This design comes from an exercise in tuning for small area, a short achievable clock period and few clock cycles on the open sky130 flow, not from production work.
In this exercise RTL edits were held to simulation tests only and were not proved equivalent to the original.

## fu_mul_pipe
module fu_mul_pipe #(
  parameter int XLEN  = 32,
  parameter int TAG_W = 4
) (
  input  logic             clk,
  input  logic             rst,
  input  logic             flush,
  input  logic             in_valid,
  output logic             in_ready,
  input  logic [1:0]       op,
  input  logic [XLEN-1:0]  a,
  input  logic [XLEN-1:0]  b,
  input  logic [TAG_W-1:0] tag,
  output logic             out_valid,
  input  logic             out_ready,
  output logic [XLEN-1:0]  res,
  output logic [TAG_W-1:0] out_tag,
  output logic             busy
);
  localparam int NS = 2;
  logic               stall, en;
  logic [NS-1:0]      v_q, hi_q;
  logic [TAG_W-1:0]   tag_q [NS];
  logic [2*XLEN-1:0]  prod;
  logic               out_valid_q;
  logic               out_nvalid_q;       
  logic [XLEN-1:0]    res_q;
  logic [TAG_W-1:0]   out_tag_q;
  assign stall    = out_valid_q & ~out_ready;
  assign en       = ~stall;
  assign in_ready = (out_nvalid_q | out_ready) & ~flush;
  always_ff @(posedge clk or posedge rst)
    if (rst) begin
  ...
For scale: roughly 2900 cells after synthesis, ~110 I/O pins, about 34000 um^2 of cells after synthesis.
clock: 9.0 ns
lec_check: 0
cap_margin: 20
core_margin: 2
core_utilization: 70
setup_slack_margin: 5.0
slew_margin: 20
synth_hierarchical: 1
synth_minimum_keep_size: 0
standard.sh (not shown) runs the stock make flow with config.mk's settings and CLKGATE_MAP_FILE= SYNTH_SCRIPT=/design/flow/synth_recipe.tcl, a recipe that flattens the netlist after the stock synthesis.
==> flow/flow/run.sh <==
#!/bin/bash
# The standard layout (standard.sh: ORFS from synthesis to the final layout), with one change:
# the port buffers that global placement inserts are sky130_fd_sc_hd__buf_1 cells rather than
# the default pick, clkdlybuf4s50_1, which is larger and slower. Timing repair still resizes them.
# make's full output is in make.log here; each ORFS step's own log is under orfs/logs/.
set -euo pipefail
export BUFFER_PORTS_ARGS="-buffer_cell sky130_fd_sc_hd__buf_1"
bash standard.sh finish > make.log 2>&1
Testbench counts at the start, summed over its fixed seeds: cycles 12,241.
==> next run, changes <==
==> flow/flow/run.sh (replaced) <==
#!/bin/bash
set -euo pipefail
export BUFFER_PORTS_ARGS="-buffer_cell sky130_fd_sc_hd__buf_1"
bash standard.sh SETUP_SLACK_MARGIN=5.1 finish > make.log 2>&1
Settings changed: CORE_UTILIZATION 70 to 60.
Result: Core utilization shrinks by 8.9 points; final area grows by a few percent; via count shrinks slightly; setup slack gets better by 0.085 ns; non-clock buffer count grows by 6; sequential cell count is unchanged; global-route usage shrinks by 3.2 points; register-to-register slack gets better by 0.11 ns.
==> next run, changes <==
Settings changed: CTS_CLUSTER_DIAMETER from default to 140, CTS_CLUSTER_SIZE from default to 20.
Cell area falls by 2.0%.
Area after synthesis stays the same.
Worst setup slack hardly moves.
Global-route usage came out lower by 0.43 points.
First-iteration DRC count goes down by 8.7%.
Non-clock buffer count falls by 1.
Die area stays the same.
Routed wire length goes down by 1.1%.
Via count came out lower by 1.4%.

* * *

fu_mul_pipe again, from the RTL that the note above started with.
clock: 9.0 ns
lec_check: 0
cap_margin: 20
core_margin: 2
core_utilization: 60
setup_slack_margin: 5.0
slew_margin: 20
synth_hierarchical: 1
synth_minimum_keep_size: 0
==> flow/flow/run.sh <==
#!/bin/bash
set -euo pipefail
export BUFFER_PORTS_ARGS="-buffer_cell sky130_fd_sc_hd__buf_1"
bash standard.sh SETUP_SLACK_MARGIN=5.2 finish > make.log 2>&1
Testbench counts at the start, summed over its fixed seeds: cycles 12,241.
Rerun with:
==> flow/flow/run.sh (replaced) <==
#!/bin/bash
set -euo pipefail
export BUFFER_PORTS_ARGS="-buffer_cell sky130_fd_sc_hd__buf_1"
bash standard.sh SETUP_SLACK_MARGIN=5.1 finish > make.log 2>&1
- CTS_CLUSTER_DIAMETER: not set -> 140
- CTS_CLUSTER_SIZE: not set -> 24
Result: The changed run passed the timing, DRC and antenna checks; cell area is lower by 4.2%; count of clock-buffer cells in the layout fell by 16; synthesized cell count stays the same; setup slack improved by 3.5 ps.
Rerun with:
- CORE_UTILIZATION: 60 -> 70
The changed run completed without violations. Worst setup slack stays flat. Global-route usage rose by 3.5 points. Fmax barely changes. Critical path depth does not change. Design area came out lower by 0.66%.
Rerun with:
- CORE_UTILIZATION: 70 -> 60
- CTS_CLUSTER_DIAMETER: 140 -> 120
- CTS_CLUSTER_SIZE: 24 -> 30
Result:
- The new run completed without violations
- flip-flop and latch count stays the same
- design area rose by 0.77%
- global-route usage is lower by 3.5 points
- hold slack gains 4.2 ps
- die area came out higher by 16%
- setup slack stays flat
- wire length grows by 6.2%
Rerun with:
==> flow/run.sh (new file) <==
#!/bin/bash
# synth_recipe.tcl (not shown) runs the flow's synth.tcl, then flattens the netlist and writes it again
# the make line also repeats each setting of config.mk as NAME=value (left out here)
make -C /OpenROAD-flow-scripts/flow DESIGN_CONFIG=/design/flow/config.mk WORK_HOME=/design/flow/orfs CLKGATE_MAP_FILE= SYNTH_SCRIPT=/design/flow/synth_recipe.tcl finish
- CTS_CLUSTER_DIAMETER: 120 -> not set
- CTS_CLUSTER_SIZE: 30 -> not set
removed: flow/flow/run.sh
removed: flow/standard.sh
The changed run produced a clean layout. Clock-buffer cell count came out higher by 19.
Rerun with:
- CTS_BUF_LIST: not set -> sky130_fd_sc_hd__clkbuf_4 sky130_fd_sc_hd__clkbuf_8
Critical path depth grows by 1; clock skew stays flat; final area shrinks by 0.51%.

-- port drivers added, routing unchanged --
Ports are ideal in the flow. The routed layouts listed here were re-timed in OpenROAD. Step 1 assumes that a clkbuf_16 drives the clock port and a buf_2 every other input. Step 2 moves the port delays by t, midway between the first and last clock arrival at a register: inputs arrive t later, outputs are due t later. That takes back most of the time a late clock gives input paths. Three values: ideal, step 1, step 2; two values: the first two.
run | t, ns | slack for setup (ns) | hold slack, ns | clock arrival spread, ns | cell pins on the clock port's net
the first run of note 1 | 0.681 | 4.990 / 4.990 / 4.990 | 0.418 / 0.418 / 0.418 | 0.030 / 0.031 | 1
the second run of note 1 | 0.618 | 5.075 / 5.044 / 4.981 | 0.421 / 0.421 / 0.421 | 0.025 / 0.026 | 1
the third run of note 1 | 0.610 | 5.075 / 5.044 / 4.983 | 0.422 / 0.422 / 0.422 | 0.047 / 0.048 | 1
the first run of note 2 | 0.618 | 5.071 / 5.032 / 5.032 | 0.423 / 0.423 / 0.423 | 0.020 / 0.020 | 1
the second run of note 2 | 0.603 | 5.075 / 5.044 / 5.016 | 0.424 / 0.424 / 0.424 | 0.045 / 0.045 | 1
the third run of note 2 | 0.601 | 5.076 / 5.037 / 5.037 | 0.427 / 0.427 / 0.427 | 0.032 / 0.032 | 1
the fourth run of note 2 | 0.611 | 5.075 / 5.044 / 5.029 | 0.431 / 0.431 / 0.431 | 0.031 / 0.031 | 1
the fifth run of note 2 | 0.627 | 5.003 / 5.003 / 5.003 | 0.418 / 0.418 / 0.418 | 0.043 / 0.043 | 1
the sixth run of note 2 | 0.728 | 4.999 / 4.999 / 4.999 | 0.417 / 0.417 / 0.417 | 0.044 / 0.044 | 1
After both steps setup and hold are still met in every run listed. For the second run of note 1, which loses most, drivers alone change the setup slack by -0.031 ns; drivers and shift together by -0.094 ns.
